This is an optimization exercise on Yosys and OpenROAD, whose aim is small area, a short achievable clock period and few clock cycles per item, not a production implementation.
Where RTL was checked, it was by simulation tests only, not by an equivalence proof against the original.

==> v36 <==
==> flow/design.v (excerpt) <==
module activation_function_unit (
	input  wire logic                 clk,
	input  wire logic                 arst_n,
	input  wire logic                 item_valid,
	output logic                      item_stall,
	input  wire logic signed [XW-1:0] x_in,
	input  wire logic                 last_in,
	output logic                      result_valid,
	input  wire logic                 result_stall,
	output logic signed [XW-1:0]      y_out,
	output logic                      last_out,
	input  wire logic                 cfg_valid,
	output logic                      cfg_ready,
	input  wire logic [2:0]           cfg_data
);
	logic [2:0]           mode_q;
	logic                 adv, take, acc;
	logic                 v1;
	logic signed [XW-1:0] x1;
	logic [8:0]           k1;
	logic                 l1;
	logic [2:0]           m1;
	logic                 v2;
	logic [XW-1:0]        a2, b2;
	logic                 c2;
	logic                 l2;
	logic [XW-1:0]        y2;
	logic                 ov;
	logic signed [XW-1:0] y_q;
	logic                 l_q;
	logic                 sv;
	logic [XW-1:0]        s_y;
	logic                 s_l;
	logic                 neg;
	logic [8:0]           k0;
	logic [12:0]          tab;
	logic [12:0]          tanh_m;
	logic [27:0]          ta, tb;
	logic [12:0]          low;
	logic                 sat;
	logic [XW-1:0]        a1, b1;
	logic                 c1;
	assign adv = !sv;
	assign take = ov && !result_stall;
	assign acc = item_valid && adv;
	assign item_stall = sv;
	assign cfg_ready = 1'b1;
	assign result_valid = ov;
	assign y_out = y_q;
	assign last_out = l_q;
	assign neg = x1[15];
  ...
clock: 12.0 ns
lec_check: 0
cap_margin: 20
core_margin: 2
core_utilization: 40
slew_margin: 20
synth_memory_max_bits: 20000
run.sh (not shown) runs the stock make flow with config.mk's settings and CLKGATE_MAP_FILE= SYNTH_SCRIPT=/design/flow/synth_recipe.tcl, a recipe that flattens the netlist after the stock synthesis.
==> v5: changes against v36 <==
--- a/flow/design.v
+++ b/flow/design.v
@@ -1234,25 +1234,23 @@
   assign _0558_ = ~(_0524_ & _0557_);
   assign _0559_ = k[8] | _0558_;
   assign d[0] = ~(_0452_ & _0559_);
   assign _0561_ = _0354_ & _0218_;
   assign _0562_ = k[8] | _0561_;
   assign d[12] = ~(_0452_ & _0562_);
 endmodule
 module afu_der_tree (
-	input  wire logic [15:0] x,
+	input  wire logic [13:0] w,
+	input  wire logic        x14,
+	input  wire logic        s,
 	input  wire logic        sd,
 	output logic      [27:0] a,
 	output logic      [27:0] b
 );
-	logic        s;
-	logic [13:0] w;
-	assign s = x[15];
-	assign w = x[13:0] ^ {14{s}};
 	logic t1;
 	logic t2;
 	logic t3;
 	logic t4;
 	logic t5;
 	logic t6;
 	logic t7;
 	logic t8;
@@ -1505,40 +1503,40 @@
 	assign t17 = (w[3] & w[8]) ^ (w[4] & w[7]) ^ (w[5] & w[6]);
 	assign t18 = ((w[3] & w[8]) & (w[4] & w[7])) | ((w[3] & w[8]) & (w[5] & w[6])) | ((w[4] & w[7]) & (w[5] & w[6]));
 	assign t19 = w[6] ^ (s & w[11]);
 	assign t20 = w[6] & (s & w[11]);
 	assign t21 = (w[0] & w[12]) ^ (w[1] & w[11]) ^ (w[2] & w[10]);
 	assign t22 = ((w[0] & w[12]) & (w[1] & w[11])) | ((w[0] & w[12]) & (w[2] & w[10])) | ((w[1] & w[11]) & (w[2] & w[10]));
 	assign t23 = (w[3] & w[9]) ^ (w[4] & w[8]) ^ (w[5] & w[7]);
 	assign t24 = ((w[3] & w[9]) & (w[4] & w[8])) | ((w[3] & w[9]) & (w[5] & w[7])) | ((w[4] & w[8]) & (w[5] & w[7]));
-	assign t25 = (s & w[12]) ^ (sd & ~x[1]) ^ ~sd;
-	assign t26 = ((s & w[12]) & (sd & ~x[1])) | ((s & w[12]) & ~sd) | ((sd & ~x[1]) & ~sd);
+	assign t25 = (s & w[12]) ^ (sd & ~(w[1] ^ s)) ^ ~sd;
+	assign t26 = ((s & w[12]) & (sd & ~(w[1] ^ s))) | ((s & w[12]) & ~sd) | ((sd & ~(w[1] ^ s)) & ~sd);
 	assign t27 = t1 ^ (w[3] & w[10]) ^ (w[4] & w[9]);
 	assign t28 = (t1 & (w[3] & w[10])) | (t1 & (w[4] & w[9])) | ((w[3] & w[10]) & (w[4] & w[9]));
 	assign t29 = (w[5] & w[8]) ^ (w[6] & w[7]) ^ w[7];
 	assign t30 = ((w[5] & w[8]) & (w[6] & w[7])) | ((w[5] & w[8]) & w[7]) | ((w[6] & w[7]) & w[7]);
-	assign t31 = (s & w[13]) ^ (sd & ~x[2]) ^ ~sd;
-	assign t32 = ((s & w[13]) & (sd & ~x[2])) | ((s & w[13]) & ~sd) | ((sd & ~x[2]) & ~sd);
+	assign t31 = (s & w[13]) ^ (sd & ~(w[2] ^ s)) ^ ~sd;
+	assign t32 = ((s & w[13]) & (sd & ~(w[2] ^ s))) | ((s & w[13]) & ~sd) | ((sd & ~(w[2] ^ s)) & ~sd);
 	assign t33 = t2 ^ (w[1] & w[13]) ^ (w[2] & w[12]);
 	assign t34 = (t2 & (w[1] & w[13])) | (t2 & (w[2] & w[12])) | ((w[1] & w[13]) & (w[2] & w[12]));
 	assign t35 = (w[3] & w[11]) ^ (w[4] & w[10]) ^ (w[5] & w[9]);
 	assign t36 = ((w[3] & w[11]) & (w[4] & w[10])) | ((w[3] & w[11]) & (w[5] & w[9])) | ((w[4] & w[10]) & (w[5] & w[9]));
-	assign t37 = (w[6] & w[8]) ^ (sd & ~x[3]) ^ ~sd;
-	assign t38 = ((w[6] & w[8]) & (sd & ~x[3])) | ((w[6] & w[8]) & ~sd) | ((sd & ~x[3]) & ~sd);
+	assign t37 = (w[6] & w[8]) ^ (sd & ~(w[3] ^ s)) ^ ~sd;
+	assign t38 = ((w[6] & w[8]) & (sd & ~(w[3] ^ s))) | ((w[6] & w[8]) & ~sd) | ((sd & ~(w[3] ^ s)) & ~sd);
 	assign t39 = (w[2] & w[13]) ^ (w[3] & w[12]) ^ (w[4] & w[11]);
 	assign t40 = ((w[2] & w[13]) & (w[3] & w[12])) | ((w[2] & w[13]) & (w[4] & w[11])) | ((w[3] & w[12]) & (w[4] & w[11]));
 	assign t41 = (w[5] & w[10]) ^ (w[6] & w[9]) ^ (w[7] & w[8]);
 	assign t42 = ((w[5] & w[10]) & (w[6] & w[9])) | ((w[5] & w[10]) & (w[7] & w[8])) | ((w[6] & w[9]) & (w[7] & w[8]));
-	assign t43 = w[8] ^ (sd & ~x[4]) ^ ~sd;
-	assign t44 = (w[8] & (sd & ~x[4])) | (w[8] & ~sd) | ((sd & ~x[4]) & ~sd);
+	assign t43 = w[8] ^ (sd & ~(w[4] ^ s)) ^ ~sd;
+	assign t44 = (w[8] & (sd & ~(w[4] ^ s))) | (w[8] & ~sd) | ((sd & ~(w[4] ^ s)) & ~sd);
 	assign t45 = (w[3] & w[13]) ^ (w[4] & w[12]) ^ (w[5] & w[11]);
 	assign t46 = ((w[3] & w[13]) & (w[4] & w[12])) | ((w[3] & w[13]) & (w[5] & w[11])) | ((w[4] & w[12]) & (w[5] & w[11]));
-	assign t47 = (w[6] & w[10]) ^ (w[7] & w[9]) ^ (sd & ~x[5]);
-	assign t48 = ((w[6] & w[10]) & (w[7] & w[9])) | ((w[6] & w[10]) & (sd & ~x[5])) | ((w[7] & w[9]) & (sd & ~x[5]));
+	assign t47 = (w[6] & w[10]) ^ (w[7] & w[9]) ^ (sd & ~(w[5] ^ s));
+	assign t48 = ((w[6] & w[10]) & (w[7] & w[9])) | ((w[6] & w[10]) & (sd & ~(w[5] ^ s))) | ((w[7] & w[9]) & (sd & ~(w[5] ^ s)));
 	assign t49 = (w[4] & w[13]) ^ (w[5] & w[12]) ^ (w[6] & w[11]);
 	assign t50 = ((w[4] & w[13]) & (w[5] & w[12])) | ((w[4] & w[13]) & (w[6] & w[11])) | ((w[5] & w[12]) & (w[6] & w[11]));
 	assign t51 = (w[7] & w[10]) ^ (w[8] & w[9]) ^ w[9];
 	assign t52 = ((w[7] & w[10]) & (w[8] & w[9])) | ((w[7] & w[10]) & w[9]) | ((w[8] & w[9]) & w[9]);
 	assign t53 = (w[5] & w[13]) ^ (w[6] & w[12]) ^ (w[7] & w[11]);
 	assign t54 = ((w[5] & w[13]) & (w[6] & w[12])) | ((w[5] & w[13]) & (w[7] & w[11])) | ((w[6] & w[12]) & (w[7] & w[11]));
 	assign t55 = (w[6] & w[13]) ^ (w[7] & w[12]) ^ (w[8] & w[11]);
 	assign t56 = ((w[6] & w[13]) & (w[7] & w[12])) | ((w[6] & w[13]) & (w[8] & w[11])) | ((w[7] & w[12]) & (w[8] & w[11]));
@@ -1567,18 +1565,18 @@
 	assign t79 = w[5] ^ (s & w[9]) ^ 1'b1;
 	assign t80 = (w[5] & (s & w[9])) | (w[5] & 1'b1) | ((s & w[9]) & 1'b1);
 	assign t81 = t8 ^ t10 ^ t11;
 	assign t82 = (t8 & t10) | (t8 & t11) | (t10 & t11);
 	assign t83 = t13 ^ (s & w[10]) ^ 1'b1;
 	assign t84 = (t13 & (s & w[10])) | (t13 & 1'b1) | ((s & w[10]) & 1'b1);
 	assign t85 = t12 ^ t14 ^ t15;
 	assign t86 = (t12 & t14) | (t12 & t15) | (t14 & t15);
-	assign t87 = t17 ^ t19 ^ (sd & ~x[0]);
-	assign t88 = (t17 & t19) | (t17 & (sd & ~x[0])) | (t19 & (sd & ~x[0]));
+	assign t87 = t17 ^ t19 ^ (sd & ~(w[0] ^ s));
+	assign t88 = (t17 & t19) | (t17 & (sd & ~(w[0] ^ s))) | (t19 & (sd & ~(w[0] ^ s)));
 	assign t89 = t16 ^ t18 ^ t20;
 	assign t90 = (t16 & t18) | (t16 & t20) | (t18 & t20);
 	assign t91 = t21 ^ t23 ^ t25;
 	assign t92 = (t21 & t23) | (t21 & t25) | (t23 & t25);
 	assign t93 = t22 ^ t24 ^ t26;
 	assign t94 = (t22 & t24) | (t22 & t26) | (t24 & t26);
 	assign t95 = t27 ^ t29 ^ t31;
 	assign t96 = (t27 & t29) | (t27 & t31) | (t29 & t31);
@@ -1591,36 +1589,36 @@
 	assign t103 = t39 ^ t41 ^ t43;
 	assign t104 = (t39 & t41) | (t39 & t43) | (t41 & t43);
 	assign t105 = t40 ^ t42 ^ t44;
 	assign t106 = (t40 & t42) | (t40 & t44) | (t42 & t44);
 	assign t107 = t45 ^ t47 ^ ~sd;
 	assign t108 = (t45 & t47) | (t45 & ~sd) | (t47 & ~sd);
 	assign t109 = t46 ^ t48 ^ t49;
 	assign t110 = (t46 & t48) | (t46 & t49) | (t48 & t49);
-	assign t111 = t51 ^ (sd & ~x[6]) ^ ~sd;
-	assign t112 = (t51 & (sd & ~x[6])) | (t51 & ~sd) | ((sd & ~x[6]) & ~sd);
+	assign t111 = t51 ^ (sd & ~(w[6] ^ s)) ^ ~sd;
+	assign t112 = (t51 & (sd & ~(w[6] ^ s))) | (t51 & ~sd) | ((sd & ~(w[6] ^ s)) & ~sd);
 	assign t113 = t50 ^ t52 ^ t53;
 	assign t114 = (t50 & t52) | (t50 & t53) | (t52 & t53);
-	assign t115 = (w[8] & w[10]) ^ (sd & ~x[7]) ^ ~sd;
-	assign t116 = ((w[8] & w[10]) & (sd & ~x[7])) | ((w[8] & w[10]) & ~sd) | ((sd & ~x[7]) & ~sd);
+	assign t115 = (w[8] & w[10]) ^ (sd & ~(w[7] ^ s)) ^ ~sd;
+	assign t116 = ((w[8] & w[10]) & (sd & ~(w[7] ^ s))) | ((w[8] & w[10]) & ~sd) | ((sd & ~(w[7] ^ s)) & ~sd);
 	assign t117 = t54 ^ t55 ^ (w[9] & w[10]);
 	assign t118 = (t54 & t55) | (t54 & (w[9] & w[10])) | (t55 & (w[9] & w[10]));
-	assign t119 = w[10] ^ (sd & ~x[8]) ^ ~sd;
-	assign t120 = (w[10] & (sd & ~x[8])) | (w[10] & ~sd) | ((sd & ~x[8]) & ~sd);
+	assign t119 = w[10] ^ (sd & ~(w[8] ^ s)) ^ ~sd;
+	assign t120 = (w[10] & (sd & ~(w[8] ^ s))) | (w[10] & ~sd) | ((sd & ~(w[8] ^ s)) & ~sd);
 	assign t121 = t56 ^ (w[7] & w[13]) ^ (w[8] & w[12]);
 	assign t122 = (t56 & (w[7] & w[13])) | (t56 & (w[8] & w[12])) | ((w[7] & w[13]) & (w[8] & w[12]));
-	assign t123 = (w[9] & w[11]) ^ (sd & ~x[9]) ^ ~sd;
-	assign t124 = ((w[9] & w[11]) & (sd & ~x[9])) | ((w[9] & w[11]) & ~sd) | ((sd & ~x[9]) & ~sd);
+	assign t123 = (w[9] & w[11]) ^ (sd & ~(w[9] ^ s)) ^ ~sd;
+	assign t124 = ((w[9] & w[11]) & (sd & ~(w[9] ^ s))) | ((w[9] & w[11]) & ~sd) | ((sd & ~(w[9] ^ s)) & ~sd);
 	assign t125 = (w[8] & w[13]) ^ (w[9] & w[12]) ^ (w[10] & w[11]);
 	assign t126 = ((w[8] & w[13]) & (w[9] & w[12])) | ((w[8] & w[13]) & (w[10] & w[11])) | ((w[9] & w[12]) & (w[10] & w[11]));
-	assign t127 = w[11] ^ (sd & ~x[10]) ^ ~sd;
-	assign t128 = (w[11] & (sd & ~x[10])) | (w[11] & ~sd) | ((sd & ~x[10]) & ~sd);
-	assign t129 = (w[9] & w[13]) ^ (w[10] & w[12]) ^ (sd & ~x[11]);
-	assign t130 = ((w[9] & w[13]) & (w[10] & w[12])) | ((w[9] & w[13]) & (sd & ~x[11])) | ((w[10] & w[12]) & (sd & ~x[11]));
+	assign t127 = w[11] ^ (sd & ~(w[10] ^ s)) ^ ~sd;
+	assign t128 = (w[11] & (sd & ~(w[10] ^ s))) | (w[11] & ~sd) | ((sd & ~(w[10] ^ s)) & ~sd);
+	assign t129 = (w[9] & w[13]) ^ (w[10] & w[12]) ^ (sd & ~(w[11] ^ s));
+	assign t130 = ((w[9] & w[13]) & (w[10] & w[12])) | ((w[9] & w[13]) & (sd & ~(w[11] ^ s))) | ((w[10] & w[12]) & (sd & ~(w[11] ^ s)));
 	assign t131 = (w[10] & w[13]) ^ (w[11] & w[12]);
 	assign t132 = (w[10] & w[13]) & (w[11] & w[12]);
 	assign t133 = (w[0] & w[1]) ^ w[1];
 	assign t134 = (w[0] & w[1]) & w[1];
 	assign t135 = (w[0] & w[2]) ^ (s & w[2]);
 	assign t136 = (w[0] & w[2]) & (s & w[2]);
 	assign t137 = t57 ^ w[2] ^ (s & w[3]);
 	assign t138 = (t57 & w[2]) | (t57 & (s & w[3])) | (w[2] & (s & w[3]));
@@ -1659,20 +1657,20 @@
 	assign t171 = t118 ^ t120 ^ t121;
 	assign t172 = (t118 & t120) | (t118 & t121) | (t120 & t121);
 	assign t173 = t122 ^ t124 ^ t125;
 	assign t174 = (t122 & t124) | (t122 & t125) | (t124 & t125);
 	assign t175 = t126 ^ t128 ^ t129;
 	assign t176 = (t126 & t128) | (t126 & t129) | (t128 & t129);
 	assign t177 = t130 ^ t131 ^ w[12];
 	assign t178 = (t130 & t131) | (t130 & w[12]) | (t131 & w[12]);
-	assign t179 = t132 ^ (w[11] & w[13]) ^ (sd & ~x[13]);
-	assign t180 = (t132 & (w[11] & w[13])) | (t132 & (sd & ~x[13])) | ((w[11] & w[13]) & (sd & ~x[13]));
-	assign t181 = (w[12] & w[13]) ^ w[13] ^ (sd & ~x[14]);
-	assign t182 = ((w[12] & w[13]) & w[13]) | ((w[12] & w[13]) & (sd & ~x[14])) | (w[13] & (sd & ~x[14]));
+	assign t179 = t132 ^ (w[11] & w[13]) ^ (sd & ~(w[13] ^ s));
+	assign t180 = (t132 & (w[11] & w[13])) | (t132 & (sd & ~(w[13] ^ s))) | ((w[11] & w[13]) & (sd & ~(w[13] ^ s)));
+	assign t181 = (w[12] & w[13]) ^ w[13] ^ (sd & ~x14);
+	assign t182 = ((w[12] & w[13]) & w[13]) | ((w[12] & w[13]) & (sd & ~x14)) | (w[13] & (sd & ~x14));
 	assign t183 = w[0] ^ s;
 	assign t184 = w[0] & s;
 	assign t185 = (s & w[0]) ^ 1'b1;
 	assign t186 = (s & w[0]) & 1'b1;
 	assign t187 = t133 ^ (s & w[1]) ^ 1'b1;
 	assign t188 = (t133 & (s & w[1])) | (t133 & 1'b1) | ((s & w[1]) & 1'b1);
 	assign t189 = t134 ^ t135 ^ 1'b1;
 	assign t190 = (t134 & t135) | (t134 & 1'b1) | (t135 & 1'b1);
@@ -1711,24 +1709,24 @@
 	assign t223 = t168 ^ t169 ^ t119;
 	assign t224 = (t168 & t169) | (t168 & t119) | (t169 & t119);
 	assign t225 = t170 ^ t171 ^ t123;
 	assign t226 = (t170 & t171) | (t170 & t123) | (t171 & t123);
 	assign t227 = t172 ^ t173 ^ t127;
 	assign t228 = (t172 & t173) | (t172 & t127) | (t173 & t127);
 	assign t229 = t174 ^ t175 ^ ~sd;
 	assign t230 = (t174 & t175) | (t174 & ~sd) | (t175 & ~sd);
-	assign t231 = t176 ^ t177 ^ (sd & ~x[12]);
-	assign t232 = (t176 & t177) | (t176 & (sd & ~x[12])) | (t177 & (sd & ~x[12]));
+	assign t231 = t176 ^ t177 ^ (sd & ~(w[12] ^ s));
+	assign t232 = (t176 & t177) | (t176 & (sd & ~(w[12] ^ s))) | (t177 & (sd & ~(w[12] ^ s)));
 	assign t233 = t178 ^ t179 ^ ~sd;
 	assign t234 = (t178 & t179) | (t178 & ~sd) | (t179 & ~sd);
 	assign t235 = t180 ^ t181 ^ ~sd;
 	assign t236 = (t180 & t181) | (t180 & ~sd) | (t181 & ~sd);
-	assign t237 = t182 ^ (sd & ~x[15]) ^ ~sd;
-	assign t238 = (t182 & (sd & ~x[15])) | (t182 & ~sd) | ((sd & ~x[15]) & ~sd);
+	assign t237 = t182 ^ (sd & ~s) ^ ~sd;
+	assign t238 = (t182 & (sd & ~s)) | (t182 & ~sd) | ((sd & ~s) & ~sd);
 	assign a = {t236, t234, t232, t230, t228, t226, t224, t222, t220, t218, t216, t214, t212, t210, t208, t206, t204, t202, t200, t198, t196, t194, t192, t190, t188, t186, t184, t183};
 	assign b = {t237, t235, t233, t231, t229, t227, t225, t223, t221, t219, t217, t215, t213, t211, t209, t207, t205, t203, t201, t199, t197, t195, t193, t191, t189, t187, t185, ~sd};
 endmodule
 `default_nettype none
 import afu_pkg::*;
 module activation_function_unit (
 	input  wire logic                 clk,
 	input  wire logic                 arst_n,
@@ -1742,16 +1740,19 @@
 	output logic                      last_out,
 	input  wire logic                 cfg_valid,
 	output logic                      cfg_ready,
 	input  wire logic [2:0]           cfg_data
 );
 	logic [2:0]           mode_q;
 	logic                 adv, take, acc;
 	logic                 v1;
+	logic                 s1, x14_1;
+	logic [13:0]          w1;
+	logic                 sat1, thi1, tlo1;
 	logic signed [XW-1:0] x1;
 	logic [8:0]           k1;
 	logic                 l1;
 	logic [2:0]           m1;
 	logic                 v2;
 	logic [XW-1:0]        a2, b2;
 	logic                 c2;
 	logic                 l2;
@@ -1763,70 +1764,77 @@
 	logic [XW-1:0]        s_y;
 	logic                 s_l;
 	logic                 neg;
 	logic [8:0]           k0;
 	logic [12:0]          tab;
 	logic [12:0]          tanh_m;
 	logic [27:0]          ta, tb;
 	logic [12:0]          low;
-	logic                 sat;
+	logic                 sat0, thi0, tlo0;
 	logic [XW-1:0]        a1, b1;
 	logic                 c1;
 	assign adv = !sv;
 	assign take = ov && !result_stall;
 	assign acc = item_valid && adv;
 	assign item_stall = sv;
 	assign cfg_ready = 1'b1;
 	assign result_valid = ov;
 	assign y_out = y_q;
 	assign last_out = l_q;
-	assign neg = x1[15];
+	assign neg = s1;
+	assign x1 = {s1, x14_1, w1 ^ {14{s1}}};
 	afu_index u_index (
 		.use_tanh(mode_q == MODE_TANH),
 		.x       (x_in),
 		.k       (k0)
 	);
 	afu_rom u_rom (
 		.k(k1),
 		.d(tab)
 	);
 	afu_der_tree u_der (
-		.x (x1),
+		.w  (w1),
+		.x14(x14_1),
+		.s  (s1),
 		.sd(m1 == MODE_SIG_DER),
 		.a (ta),
 		.b (tb)
 	);
 	assign low = {1'b0, ~ta[11:0]} + {1'b0, ~tb[11:0]};
 	always_comb begin
-		if (m1 == MODE_SIG_DER)
-			sat = (x1 >= 16'sd13813) || (x1 <= -16'sd9717);
+		if (mode_q == MODE_SIG_DER)
+			sat0 = (x_in >= 16'sd13813) || (x_in <= -16'sd9717);
 		else
-			sat = (x1 >= 16'sd12289) || (x1 <= -16'sd12289);
+			sat0 = (x_in >= 16'sd12289) || (x_in <= -16'sd12289);
+		thi0 = x_in[15:14] == 2'b01 && x_in[13:0] != 14'd0;
+		tlo0 = x_in[15:14] == 2'b10;
+	end
+	always_comb begin
 		tanh_m = {1'b0, tab[12:1]};
 		a1 = '0;
 		b1 = '0;
 		c1 = 1'b0;
 		case (m1)
 			MODE_SIG: begin
 				a1 = {4'b0, !neg, tab[12:2] ^ {11{neg}}};
 				c1 = tab[0] ^ neg;
 			end
 			MODE_TANH: begin
-				if (x1[15:14] == 2'b01 && x1[13:0] != 14'd0)
+				if (thi1)
 					a1 = 16'h1000;
-				else if (x1[15:14] == 2'b10)
+				else if (tlo1)
 					a1 = 16'hF000;
 				else begin
 					a1 = {{3{neg}}, tanh_m ^ {13{neg}}};
 					c1 = neg;
 				end
 			end
 			MODE_SIG_DER, MODE_TANH_DER: begin
-				if (sat)
+				if (sat1)
 					a1 = 16'h8000;
 				else begin
 					a1 = ~ta[27:12];
 					b1 = ~tb[27:12];
 					c1 = low[12];
 				end
 			end
 			MODE_IDENT: a1 = x1;
@@ -1858,17 +1866,22 @@
 				ov <= v2;
 			end else begin
 				sv <= v2;
 			end
 		end
 	end
 	always_ff @(posedge clk) begin
 		if (adv) begin
-			x1 <= x_in;
+			s1 <= x_in[15];
+			x14_1 <= x_in[14];
+			w1 <= x_in[13:0] ^ {14{x_in[15]}};
+			sat1 <= sat0;
+			thi1 <= thi0;
+			tlo1 <= tlo0;
 			k1 <= k0;
 			l1 <= last_in;
 			m1 <= mode_q;
 			a2 <= a1;
 			b2 <= b1;
 			c2 <= c1;
 			l2 <= l1;
 			s_y <= y2;
==> flow/config.mk (replaced) <==
export PLATFORM = sky130hd
export DESIGN_NAME = activation_function_unit
export DESIGN_NICKNAME = activation_function_unit
export VERILOG_FILES = /design/flow/design.v
export SDC_FILE = /design/flow/constraint.sdc
export NUM_CORES = 4
export LEC_CHECK = 0
export ABC_AREA = 1
export CAP_MARGIN = 20
export CORE_MARGIN = 2
export CORE_UTILIZATION = 70
export CTS_BUF_LIST = sky130_fd_sc_hd__clkbuf_4 sky130_fd_sc_hd__clkbuf_8
export SLEW_MARGIN = 20
export SYNTH_MEMORY_MAX_BITS = 20000
==> flow_metrics.py <==
metrics = {
    "cells_and_area": {
        "final_common_cell": "inv_1",
        "seq-cell-share": 0.236,
    },
    "synthesis": {
        "synthTopCellsByArea": "edfxtp_1, fa_1, ha_1, inv_1, nor2_1",
    },
    "grt": {
        "grt_pass1_wl_um": 52800,
        "met3_usage": 0.0438,
        "grtUsageTotal": 0.221,
    },
    "status": {
        "status": "complete, no violations",
    },
    "sta": {
        "post-route-period-util": 0.400,
        "relSlewSlack": 0.320,
    },
}
-- figures above: v36

==> flow_metrics.py <==
metrics = {
    "sta": {
        "relSlewSlack": 0.305,
        "post-route-period-util": 0.372,
    },
    "status": {
        "status": "complete, no violations",
    },
    "cells_and_area": {
        "final_common_cell": "nand2_1",
        "seq-cell-share": 0.245,
    },
    "grt": {
        "grt_pass1_wl_um": 60100,
        "grt_max_degree": 82,
        "met3_usage": 0.138,
        "grtUsageTotal": 0.447,
    },
    "placement": {
        "placed_cell_area_um2": 12100,
    },
}
-- figures above: v5

Testbench counts of v5, summed over its fixed seeds: cycles 24,024, items 24,000.
Only the layout flow was run in v36; the RTL was not checked for function there.

-- what the ideal ports hide --
The flow's constraints put no driver on any port. The routed layouts listed below were extracted and timed again, unchanged, in two steps. Step 1 (the two cells are an assumption about what drives the block):
set clk [get_ports {clk}]
set_driving_cell -lib_cell sky130_fd_sc_hd__clkbuf_16 $clk
set_driving_cell -lib_cell sky130_fd_sc_hd__buf_2 [delete_from_list [all_inputs] $clk]
Step 2, shift: input delay + t, output delay - t, t = (earliest + latest rising clock arrival at the registers) / 2. This alone moves slack from input paths to output paths. Slacks: ideal / step 1 / step 2; pairs: ideal / step 1.
run	t, ns	slack for setup (ns)	clock arrival spread, ns
v36	0.403	7.205 / 7.205 / 6.883	0.009 / 0.010
v5	0.457	7.532 / 7.532 / 7.280	0.015 / 0.015
After both steps setup and hold are still met in every run listed. For v36, which loses most, drivers alone change the setup slack by 0.000 ns; drivers and shift together by -0.322 ns.
